This is an optimization exercise on Yosys and OpenROAD, whose aim is small area, a short achievable clock period and few clock cycles per item, not a production implementation.
Function was checked by simulation only, so behaviour that the tests miss may differ from the original.

[design/flow/run.sh]
#!/bin/bash
# synth_recipe.tcl (not shown) runs the flow's synth.tcl, then flattens the netlist and writes it again
# the make line also repeats each setting of config.mk as NAME=value (left out here)
make -C /OpenROAD-flow-scripts/flow DESIGN_CONFIG=/design/flow/config.mk WORK_HOME=/design/flow/orfs CLKGATE_MAP_FILE= SYNTH_SCRIPT=/design/flow/synth_recipe.tcl finish
[design/flow/config.mk]
export PLATFORM = sky130hd
export DESIGN_NAME = mod_serial_mult
export DESIGN_NICKNAME = mod_serial_mult
export VERILOG_FILES = /design/flow/design.v
export SDC_FILE = /design/flow/constraint.sdc
export NUM_CORES = 4
export LEC_CHECK = 0
export CAP_MARGIN = 20
export CORE_MARGIN = 2
export CORE_UTILIZATION = 30
export PLACE_DENSITY = 0.45
export SLEW_MARGIN = 20
[design/flow/constraint.sdc]
create_clock -name core_clock -period 16.0 [get_ports {i_clk}]
set_input_delay 3.2000 -clock core_clock [delete_from_list [all_inputs] [get_ports {i_clk}]]
set_output_delay 3.2000 -clock core_clock [all_outputs]
set_load 0.01 [all_outputs]
[design/flow/design.v]
module mod_serial_mult #(
   parameter int DATA_W = 256,
   parameter int CNT_W  = 9
) (
   input  logic              i_clk,
   input  logic              i_rst,
   input  logic              i_start,
   input  logic [1:0]        i_mode,
   input  logic [DATA_W-1:0] i_n,
   input  logic [DATA_W-1:0] i_a,
   input  logic [DATA_W-1:0] i_b,
   output logic [DATA_W-1:0] o_result,
   output logic              o_finished,
   output logic              o_busy
);
   typedef enum logic [1:0] {
      IDLE,
      RUN,
      DONE
   } state_t;
   state_t              state_q, state_d;
   logic [DATA_W-1:0]   acc_q, acc_d;
   logic [DATA_W-1:0]   a_q, a_d;
   logic [DATA_W-1:0]   b_q, b_d;
   logic [DATA_W-1:0]   n_q, n_d;
   logic [CNT_W-1:0]    cnt_q, cnt_d;
   logic [DATA_W-1:0]   result_q, result_d;
   logic                finished_q, finished_d;
   int unsigned         activeWidth;
   logic [DATA_W-1:0]   activeMask;
   logic [DATA_W-1:0]   aMasked, bMasked, nMasked;
   logic [DATA_W+1:0]   nExt, aExt;
   logic [DATA_W+1:0]   tDbl, tRed, tAdd;
   logic [DATA_W-1:0]   accNext;
   always_comb begin
      activeWidth = 32'd256;
      case (i_mode)
         2'b00: activeWidth = 32'd256;
         2'b01: activeWidth = 32'd128;
         2'b10:  activeWidth = 32'd64;
         2'b11:  activeWidth = 32'd32;
         default:  activeWidth = 32'd256;
      endcase
      activeMask = '1;
      if (activeWidth < DATA_W) begin
         activeMask = ~({DATA_W{1'b1}} << activeWidth);
      end
      aMasked = i_a & activeMask;
      bMasked = i_b & activeMask;
      nMasked = i_n & activeMask;
   end
   always_comb begin
      nExt = {2'b00, n_q};
      aExt = {2'b00, a_q};
      tDbl = {1'b0, acc_q, 1'b0};
      tRed = (tDbl >= nExt) ? (tDbl - nExt) : tDbl;
      tAdd = tRed;
      if (b_q[cnt_q]) begin
         tAdd = tRed + aExt;
      end
      accNext = (tAdd >= nExt) ? DATA_W'(tAdd - nExt) : DATA_W'(tAdd);
   end
   always_ff @(posedge i_clk) begin
      if (i_rst) begin
         state_q    <= IDLE;
         acc_q      <= '0;
         a_q        <= '0;
         b_q        <= '0;
         n_q        <= '0;
         cnt_q      <= '0;
         result_q   <= '0;
         finished_q <= 1'b0;
      end else begin
         state_q    <= state_d;
         acc_q      <= acc_d;
         a_q        <= a_d;
         b_q        <= b_d;
         n_q        <= n_d;
         cnt_q      <= cnt_d;
         result_q   <= result_d;
         finished_q <= finished_d;
      end
   end
   always_comb begin
      state_d    = state_q;
      acc_d      = acc_q;
      a_d        = a_q;
      b_d        = b_q;
      n_d        = n_q;
      cnt_d      = cnt_q;
      result_d   = result_q;
      finished_d = 1'b0;
      case (state_q)
         IDLE: begin
            if (i_start && !finished_q) begin
               a_d     = aMasked;
               b_d     = bMasked;
               n_d     = nMasked;
               acc_d   = '0;
               cnt_d   = CNT_W'(activeWidth - 32'd1);
               state_d = RUN;
            end
         end
         RUN: begin
            acc_d = accNext;
            if (cnt_q == '0) begin
               state_d = DONE;
            end else begin
               cnt_d = cnt_q - 1'b1;
            end
         end
         DONE: begin
            result_d   = acc_q;
            finished_d = 1'b1;
            state_d    = IDLE;
         end
         default: begin
            state_d = IDLE;
         end
      endcase
   end
   assign o_result   = result_q;
   assign o_finished = finished_q;
   assign o_busy     = (state_q != IDLE) || finished_q;
endmodule
==> flow_metrics.py <==
metrics = {
    "setup_path": {
        "launch_point_of_the_worst_path": "acc_q[0]",
        "crit_path_max_fanout": 16,
        "timing.reg2reg.worst_path_depth": 56,
        "critPathArrivalTime_ps": 16360,
        "critical-path-slowest-cell": "sky130_fd_sc_hd__or4_1",
        "required_time_worst_endpoint_ps": 16790,
        "rrSetupSlack_ps": 440,
        "crit_path_end": "acc_q[248]",
        "crit_top_cell": "sky130_fd_sc_hd__a21oi_1",
        "critical_path_class": "reg -> reg",
        "crit_path_start_kind": "register",
        "worst_setup_ep_type": "register",
        "crit-reg2reg-launch": "acc_q[0]",
        "crit_path_max_incr_delay_ps": 630,
        "reg2reg_to": "acc_q[248]",
    },
    "global_routing": {
        "grt_overflow": 0,
        "use_met3": 0.0529,
        "track_usage": 0.310,
        "grt_util_met1": 0.415,
        "grt_busiest_layer": "met2",
        "antenna_found_initial": 71,
        "grt_first_pass_wirelength_um": 833000,
        "grt_max_degree": 156,
        "first_global_vias": 114000,
        "grt.met2_usage": 0.475,
    },
    "timing": {
        "setup_clock_skew_after_layout_ps": 92.2,
        "post-route-period-util": 0.973,
        "min_period_ps": 15560,
        "final.setup.worst_slack_ps": 437,
        "slew_headroom": 0.168,
        "drv_slew": 0,
        "worst-slew-pin-transition_ps": 1240,
        "max_freq_mhz": 64.3,
        "setup_violations": 0,
        "finalHoldViolations": 0,
    },
    "min_path": {
        "hold_path_startpoint": "b_q[91]",
        "min_path_type": "reg -> reg",
    },
    "routing": {
        "detailedRoute.firstIterationViolations": 11800,
        "drt_drc_violations_left": 0,
        "dr_total_vias": 120000,
        "drt-total-wl_um": 592000,
        "wl_per_cell_um": 27.9,
        "viasPerCell": 5.64,
        "drt-pass1-iter-count": 6,
        "postRouteAntennaNets": 0,
    },
    "synth": {
        "yosys_warnings": 1,
        "yosys.cell_count.top_type": "sky130_fd_sc_hd__a21oi_1",
        "list_of_most_frequent_post_synthesis_cells": "sky130_fd_sc_hd__a21oi_1 (2847), sky130_fd_sc_hd__nand2_1 (2649), sky130_fd_sc_hd__nor2_1 (1403), sky130_fd_sc_hd__dfxtp_1 (1292), sky130_fd_sc_hd__clkbuf_1 (928)",
        "syn_nets": 17400,
        "synth_flop_cell": "sky130_fd_sc_hd__dfxtp_1",
        "synthAdderAreaFrac": 0.0899,
        "synth_seq_cells": 1292,
        "post_synth_xor_area_fraction": 0.0610,
        "post_synth_main_area_contributors": "sky130_fd_sc_hd__dfxtp_1 (24%), sky130_fd_sc_hd__a21oi_1 (13%), sky130_fd_sc_hd__nand2_1 (9.2%)",
        "yosys.cell_types.count": 93,
        "synthDominantCellAreaShare": 0.240,
        "synth-edff-count": 0,
        "synth_top_area_cell": "sky130_fd_sc_hd__dfxtp_1",
        "asyncSetResetFlopFracSynth": 0,
        "syn-cell-area_um2": 108000,
        "syn-mean-instance-area_um2": 6.78,
        "synth_seq_area_share": 0.240,
        "post_synthesis_cell_count": 15900,
        "largest_family_of_logic_cells_by_synthesized_area": "compound AO/OA/AOI/OAI gates",
        "synth_compound_gate_area_share": 0.280,
        "yosys-mux-area-fraction": 0.0292,
        "yosys.area_share.simple": 0.242,
    },
    "clocking": {
        "clock_tree.htree_level_count": 4,
        "clock_insertion_delay_worst_skew_ps": 940,
        "cts_hold_repair.buffers": 0,
        "cts_root_buffer": "sky130_fd_sc_hd__clkbuf_16",
        "cts.clk_slew.worst_paths_ps": 70,
        "cts_tree": "done",
        "number_of_clock_buffers_inserted_by_tritoncts": 166,
        "clock_tree.buffer_depth": 4,
        "cts.sinks": 1292,
    },
    "floorplan": {
        "top_level_ports": 1031,
        "die_w_um": 603,
        "floorplan.die_area_um2": 364000,
        "placementRows": 220,
        "start_util": 0.301,
        "die-height_um": 603,
        "core-area_um2": 358000,
    },
    "placed_design": {
        "port_buffers": 1030,
        "gpl.final_weighted_congestion": 1.03,
        "hpwlAfterDp_um": 489000,
        "placement.setup.worst_slack_ps": -129,
    },
    "final_layout": {
        "finalNetCount": 17900,
        "final_layout_size_suffix_gt1_frac": 0.0484,
        "layout.core_utilization": 0.358,
        "n_fill_cell": 39400,
        "areaGrowthSynthToFinish_pct": 19.1,
    },
    "run": {
        "max-cap-violations": 0,
    },
    "outcome": {
        "status": "finished clean",
    },
}
sequential cells by signal, summed over array words and instances (netlist names):
| name | cells |
|---|---|
| a_q | 256 |
| acc_q | 256 |
| b_q | 256 |
| n_q | 256 |
| result_q | 256 |
| cnt_q | 9 |
| state_q | 2 |
| finished_q | 1 |
worst max-delay path, delay by kind of cell (launching register included):
family / cells / cell delay [ps]
adders and majority gates: 3 / 1030
DFF: 1 / 410
xor gates and xnor gates: 1 / 130
and+or+nand+nor: 16 / 3370
buffers and inverters: 8 / 1590
AOI/OAI and AO/OA: 28 / 8810
timing repair:
action	in CTS	in global routing
setup buffers	0	5
gates resized for setup	3	26
pin swaps	0	1
cloned	0	1
endpoints found under the setup margin	90	256
per-layer routing:
layer	routed length [um]	vias up
li1	-	57100
met1	261000	57300
met2	253000	4378
met3	41300	910
met4	36500	80
met5	517	-
placed cells by master, fill, tap and decap left out, types with 46 or more instances in the layout:
master / instances
sky130_fd_sc_hd__inv_1: 563
sky130_fd_sc_hd__nor2_1: 1398
sky130_fd_sc_hd__o21a_1: 121
sky130_fd_sc_hd__nand4_1: 430
sky130_fd_sc_hd__nor4_1: 70
sky130_fd_sc_hd__o21bai_1: 263
sky130_fd_sc_hd__o21ai_1: 262
sky130_fd_sc_hd__nor3_1: 187
sky130_fd_sc_hd__or3_1: 63
sky130_fd_sc_hd__o21ai_0: 838
sky130_fd_sc_hd__buf_4: 248
sky130_fd_sc_hd__mux2i_1: 142
sky130_fd_sc_hd__ha_1: 767
sky130_fd_sc_hd__nand3b_1: 69
sky130_fd_sc_hd__nand3_1: 722
sky130_fd_sc_hd__a21oi_1: 2841
sky130_fd_sc_hd__clkdlybuf4s50_1: 1028
sky130_fd_sc_hd__mux4_2: 49
sky130_fd_sc_hd__o31ai_1: 80
sky130_fd_sc_hd__or2_2: 48
sky130_fd_sc_hd__a21boi_0: 77
sky130_fd_sc_hd__nand2b_1: 85
sky130_fd_sc_hd__nor2b_1: 69
sky130_fd_sc_hd__a31oi_1: 69
sky130_fd_sc_hd__a21o_1: 325
sky130_fd_sc_hd__clkbuf_16: 167
sky130_fd_sc_hd__nand2_1: 2647
sky130_fd_sc_hd__xor2_1: 290
sky130_fd_sc_hd__o211ai_1: 48
sky130_fd_sc_hd__dfxtp_1: 1290
sky130_fd_sc_hd__mux2_2: 55
sky130_fd_sc_hd__a221oi_1: 46
sky130_fd_sc_hd__xnor2_1: 460
metrics by stage:
step           instances  hold slack, ps  TNS (ps)  area (um2)
2_1_floorplan      15900             428         0      108000
3_3_place_gp       20900             436         0      122000
3_5_place_dp       20900             442     -2410      122000
4_1_cts            21200             448         0      128000
5_1_grt            21200             464     -35.6      128000
6_report           21200             447         0      128000
how the worst min path moves through the flow:
stage,end,cells after the start
after detailed placement,b_q[234],2
after global placement,b_q[223],2
after global routing,b_q[71],2
after CTS,b_q[234],2
final,b_q[91],2
after floorplan,b_q[155],2
cell families (layout without fill, tap and decap cells):
| group | Yosys count | in the layout |
|---|---|---|
| buf+inv | 1624 | 2164 |
| mux | 246 | 246 |
| fa+ha+maj | 772 | 772 |
| simple gates | 5936 | 5936 |
| compound gates | 5277 | 5278 |
| flops | 1292 | 1292 |
| xor+xnor | 750 | 750 |
| other cells | 0 | 22 |
final cells by class:
cell class                 count  area [um2]  area share
timing repair buffer        1299       12600      0.0980
inverter                     566        2130      0.0166
clock buffer                 218        4670      0.0364
antenna                       22        55.1    0.000429
clock inverter                81        1230     0.00960
sequential                  1292       25900       0.202
multi-input combinational  13000       75800       0.591
tap                         4773        5970      0.0465
Testbench counts, summed over its fixed seeds: cycles 22,776, items 128.

[afterwards: timing with drivers on the ports]
The flow's constraints put no driver on any port. The routed layout listed below was extracted and timed again, unchanged, in two steps. Step 1, drivers: a clkbuf_16 drives i_clk and a buf_2 each remaining input, both assumed. Step 2 adds t to the input delays and takes it off the output delays; t is the mean of the earliest and latest rising clock arrival at the registers after step 1. Input paths then give back, and output paths get back, about the clock's delay inside the block. Three values: ideal, step 1, step 2; two values: the first two.
shift t [ns]: 1.006
setup slack, ns: 0.437 / 0.437 / 0.437
latest minus earliest clock arrival (ns): 0.093 / 0.093
worst slew at a driven data input, ns: 0.28
After both steps this run still meets setup and hold. For this run, drivers alone change the setup slack by 0.000 ns; drivers and shift together by 0.000 ns.
